This design comes from an exercise in tuning for small area on the open sky130 flow, not from production work.
In this exercise RTL edits were held to simulation tests only and were not proved equivalent to the original.
No activity file was given, so power comes from the tool's default toggle rates.

==> flow/design.v <==
module mmr_ao22 (
  input  logic a1, a2, b1, b2,
  output logic y
);
  assign y = (a1 & a2) | (b1 & b2);
endmodule
module mmr_oai22 (
  input  logic a1, a2, b1, b2,
  output logic y
);
  assign y = ~((a1 | a2) & (b1 | b2));
endmodule
module mmr_nand2 (
  input  logic a, b,
  output logic y
);
  assign y = ~(a & b);
endmodule
module mmr_and2 (
  input  logic a, b,
  output logic y
);
  assign y = a & b;
endmodule
module mmr_nor2 (
  input  logic a, b,
  output logic y
);
  assign y = ~(a | b);
endmodule
module mmr_rd16 (
  input  logic [15:0] x,
  output logic        y
);
  logic [3:0] p;
  assign p[0] = ~|x[3:0];
  assign p[1] = ~|x[7:4];
  assign p[2] = ~|x[11:8];
  assign p[3] = ~|x[15:12];
  assign y = ~&p;
endmodule
module main_mem_responder #(
  parameter int unsigned AW          = 8,
  parameter int unsigned DW          = 16,
  parameter int unsigned DEPTH       = 256,
  parameter int unsigned TURN_CYCLES = 1
) (
  input  logic          clk,
  input  logic          rst,
  input  logic [AW-1:0] mem_addr,
  input  logic          mem_write_en,
  input  logic [DW-1:0] bus_in,
  output logic [DW-1:0] bus_out,
  output logic          bus_oe,
  input  logic          load_valid,
  output logic          load_ready,
  input  logic [AW-1:0] load_addr,
  input  logic [DW-1:0] load_data,
  output logic [AW:0]   load_count,
  output logic          busy_turn
);
  localparam int unsigned CW = $clog2(TURN_CYCLES + 1);
  localparam logic [CW-1:0] TurnInit = CW'(TURN_CYCLES - 1);
  localparam logic [AW:0] CountMax = (AW + 1)'(DEPTH);
  typedef enum logic [1:0] {StHold, StTurn, StDrive, StWrite} state_e;
  state_e              state_q;
  logic [CW-1:0]       turn_cnt_q;
  logic [DEPTH*DW-1:0] store_q;
  logic [DEPTH*DW-1:0] store_d;
  logic                valid_q;
  logic                load_fire;
  assign bus_oe     = (state_q == StDrive) & ~mem_write_en;
  assign busy_turn  = (state_q == StHold) | (state_q == StTurn);
  assign load_ready = ~rst & (state_q != StHold) & ~mem_write_en;
  assign load_fire  = load_valid & load_ready;
  always_ff @(posedge clk or posedge rst) begin
    if (rst) begin
      state_q    <= StHold;
      turn_cnt_q <= '0;
    end else begin
      unique case (state_q)
        StHold: begin
          if (mem_write_en) begin
            state_q <= StWrite;
          end else begin
            state_q    <= StTurn;
            turn_cnt_q <= TurnInit;
          end
        end
        StTurn: begin
          if (mem_write_en) begin
            state_q <= StWrite;
          end else if (turn_cnt_q == '0) begin
            state_q <= StDrive;
          end else begin
            turn_cnt_q <= turn_cnt_q - CW'(1);
          end
        end
        StDrive: begin
          if (mem_write_en) begin
            state_q <= StWrite;
          end
        end
        StWrite: begin
          if (!mem_write_en) begin
            state_q    <= StTurn;
            turn_cnt_q <= TurnInit;
          end
        end
        default: state_q <= StHold;
      endcase
    end
  end
  logic [AW-1:0]    waddr;
  logic [DW-1:0]    wdata;
  logic             wact;
  logic             wclr;
  logic [DEPTH-1:0] whit;
  logic [DEPTH-1:0] wkeep;
  assign waddr = mem_write_en ? mem_addr : load_addr;
  assign wdata = mem_write_en ? bus_in : load_data;
  assign wact  = mem_write_en | load_fire;
  assign wclr  = wact & ~valid_q;
  logic [15:0] wlo, whi;
  always_comb begin
    for (int unsigned k = 0; k < 16; k++) begin
      wlo[k] = wact & (waddr[3:0] == 4'(k));
      whi[k] = (waddr[7:4] == 4'(k));
    end
  end
  for (genvar i = 0; i < DEPTH; i++) begin : g_wdec
    mmr_and2 u_hit  (.a(whi[i/16]), .b(wlo[i%16]), .y(whit[i]));
    mmr_nor2 u_keep (.a(whit[i]), .b(wclr), .y(wkeep[i]));
  end
  for (genvar i = 0; i < DEPTH; i++) begin : g_word
    for (genvar b = 0; b < DW; b++) begin : g_bit
      mmr_ao22 u_next (
        .a1(whit[i]), .a2(wdata[b]), .b1(wkeep[i]), .b2(store_q[i*DW+b]),
        .y(store_d[i*DW+b])
      );
    end
  end
  always_ff @(posedge clk) begin
    store_q <= store_d;
  end
  always_ff @(posedge clk or posedge rst) begin
    if (rst) begin
      valid_q <= 1'b0;
    end else if (wact) begin
      valid_q <= 1'b1;
    end
  end
  logic [DEPTH-1:0] rsel_n;
  logic [15:0]      rlo, rhi;
  always_comb begin
    for (int unsigned k = 0; k < 16; k++) begin
      rlo[k] = (mem_addr[3:0] == 4'(k));
      rhi[k] = (mem_addr[7:4] == 4'(k));
    end
  end
  for (genvar i = 0; i < DEPTH; i++) begin : g_rdec
    mmr_nand2 u_sel (.a(rhi[i/16]), .b(rlo[i%16]), .y(rsel_n[i]));
  end
  localparam int unsigned N1 = DEPTH / 2;    
  localparam int unsigned N3 = N1 / 16;      
  logic [DW-1:0] rdata;
  for (genvar b = 0; b < DW; b++) begin : g_rbit
    logic [N1-1:0] l1;
    logic [N3-1:0] l3;
    for (genvar j = 0; j < N1; j++) begin : g_l1
      mmr_oai22 u_l1 (
        .a1(store_q[(2*j)*DW+b]),   .a2(rsel_n[2*j]),
        .b1(store_q[(2*j+1)*DW+b]), .b2(rsel_n[2*j+1]),
        .y(l1[j])
      );
    end
    for (genvar j = 0; j < N3; j++) begin : g_l3
      mmr_rd16 u_l3 (.x(l1[16*j +: 16]), .y(l3[j]));
    end
    assign rdata[b] = ~|l3;
  end
  always_ff @(posedge clk or posedge rst) begin
    if (rst) begin
      bus_out <= '0;
    end else if (!mem_write_en) begin
      bus_out <= rdata & {DW{valid_q}};
    end
  end
  always_ff @(posedge clk or posedge rst) begin
    if (rst) begin
      load_count <= '0;
    end else if (load_fire && (load_count != CountMax)) begin
      load_count <= load_count + (AW + 1)'(1);
    end
  end
endmodule
Settings: LEC_CHECK=0, CAP_MARGIN=5, CORE_MARGIN=2, CORE_UTILIZATION=72, CTS_BUF_LIST=sky130_fd_sc_hd__clkbuf_8, CTS_CLUSTER_DIAMETER=70, CTS_CLUSTER_SIZE=16, PLACE_DENSITY=0.76, SLEW_MARGIN=5, SYNTH_HIERARCHICAL=1; clock period 8.0 ns.
run.sh (not shown) runs the stock make flow with config.mk's settings and CLKGATE_MAP_FILE= SYNTH_SCRIPT=/design/flow/synth_recipe.tcl, a recipe that flattens the netlist after the stock synthesis.
The baseline finished with max-capacitance violations, max-slew violations left.
Rerun with:
--- a/flow/config.mk
+++ b/flow/config.mk
@@ -8 +8 @@
-export CAP_MARGIN = 5
+export CAP_MARGIN = 20
@@ -15 +15 @@
-export SLEW_MARGIN = 5
+export SLEW_MARGIN = 20
Effect: With this change the flow completed with no timing, DRC or antenna violations. Global-route usage stays flat. Final cell count hardly moves. Non-clock buffer count is higher by 25. First-iteration DRC count is lower by a few percent. Die area stays the same. Final area grows slightly. Sequential power barely changes. Total power stays flat.
Rerun with:
--- a/flow/config.mk
+++ b/flow/config.mk
@@ -10 +10 @@
-export CORE_UTILIZATION = 72
+export CORE_UTILIZATION = 60
@@ -13,2 +13,2 @@
-export CTS_CLUSTER_SIZE = 16
-export PLACE_DENSITY = 0.76
+export CTS_CLUSTER_SIZE = 14
+export PLACE_DENSITY = 0.65
After rerunning:
- The new run finished clean
- clock-buffer cell count came out higher by 38
- worst hold slack barely changes
- synthesized cell count does not change
- total power came out higher by 1.6%
- routed wire length came out higher by 2.9%
- sequential power hardly moves

main_mem_responder, a different RTL version from the one above (not shown whole).
Size: ~12,000 cells after synthesis, about 4,100 flip-flops, ~140,000 um2 of cells after synthesis.
export LEC_CHECK = 0
export CAP_MARGIN = 30
export CORE_MARGIN = 2
export CORE_UTILIZATION = 72
export CTS_BUF_LIST = sky130_fd_sc_hd__clkbuf_8
export CTS_CLUSTER_DIAMETER = 70
export CTS_CLUSTER_SIZE = 14
export PLACE_DENSITY = 0.76
export SLEW_MARGIN = 30
export SYNTH_HIERARCHICAL = 1
create_clock -name core_clock -period 8.0 [get_ports {clk}]
Rerun with:
--- a/flow/config.mk
+++ b/flow/config.mk
@@ -8 +8 @@
-export CAP_MARGIN = 30
+export CAP_MARGIN = 20
@@ -10 +10 @@
-export CORE_UTILIZATION = 72
+export CORE_UTILIZATION = 60
@@ -14,2 +14,2 @@
-export PLACE_DENSITY = 0.76
-export SLEW_MARGIN = 30
+export PLACE_DENSITY = 0.65
+export SLEW_MARGIN = 20
Sequential share of layout area goes down by 0.26 points.
Via count drops by 2.5%.
Clock power barely changes.
Cell area came out higher by 0.49%.
Setup slack loses 0.23 ns.
Count of clock-buffer cells in the layout shrinks by 3.
Power hardly moves.
Worst hold slack is about the same.
Register-to-register slack improved by 0.14 ns.
Routed wire length increases by about 2.5%.
Rerun with:
--- a/flow/config.mk
+++ b/flow/config.mk
@@ -8 +8 @@
-export CAP_MARGIN = 20
+export CAP_MARGIN = 12
@@ -10 +10 @@
-export CORE_UTILIZATION = 60
+export CORE_UTILIZATION = 72
@@ -13,3 +13,3 @@
-export CTS_CLUSTER_SIZE = 14
-export PLACE_DENSITY = 0.65
-export SLEW_MARGIN = 20
+export CTS_CLUSTER_SIZE = 16
+export PLACE_DENSITY = 0.76
+export SLEW_MARGIN = 12
Now the flow finished but fails on max-capacitance violations, max-slew violations.
Count of clock-buffer cells in the layout decreases by 30.
Wire length decreases by a few percent.
Total power decreases slightly.
Global-route usage increases by 7.2 points.
Register-to-register slack degrades by 0.36 ns.
Design area decreases slightly.
Hold slack improves by 0.0038 ns.

-- re-timing with driven ports --
In the flow no input, the clock included, has a driving cell. The finished layouts below were timed again as built, in two steps.
Step 1 (the two cells are an assumption about what drives the block):
set clk [get_ports {clk}]
set_driving_cell -lib_cell sky130_fd_sc_hd__clkbuf_16 $clk
set_driving_cell -lib_cell sky130_fd_sc_hd__buf_2 [delete_from_list [all_inputs] $clk]
Step 2 adds t to the input delays and takes it off the output delays; t is the mean of the earliest and latest rising clock arrival at the registers after step 1. Input paths then give back, and output paths get back, about the clock's delay inside the block.
Three values: ideal ports, drivers, drivers and shift; two values: the first two.
| run | t (ns) | slack for setup (ns) | worst hold slack (ns) | worst setup path at the end |
|---|---|---|---|---|
| the first run of note 1 | 1.188 | 1.180 / 1.235 / 0.046 | 0.479 / 0.479 / 0.479 | input to register |
| the second run of note 1 | 1.201 | 1.382 / 1.445 / 0.244 | 0.478 / 0.478 / 0.478 | input to register |
| the third run of note 1 | 1.194 | 0.916 / 0.962 / -0.232 | 0.476 / 0.476 / 0.476 | input to register |
| the first run of note 2 | 1.239 | 1.536 / 1.577 / 0.338 | 0.483 / 0.483 / 0.483 | input to register |
| the second run of note 2 | 1.179 | 1.310 / 1.367 / 0.188 | 0.480 / 0.480 / 0.480 | input to register |
| the third run of note 2 | 1.230 | 1.512 / 1.507 / 0.278 | 0.484 / 0.484 / 0.484 | input to register |
Met with ideal ports but missed after step 2: setup timing in the third run of note 1. For the third run of note 2, which loses most, drivers alone change the setup slack by -0.005 ns; drivers and shift together by -1.234 ns.
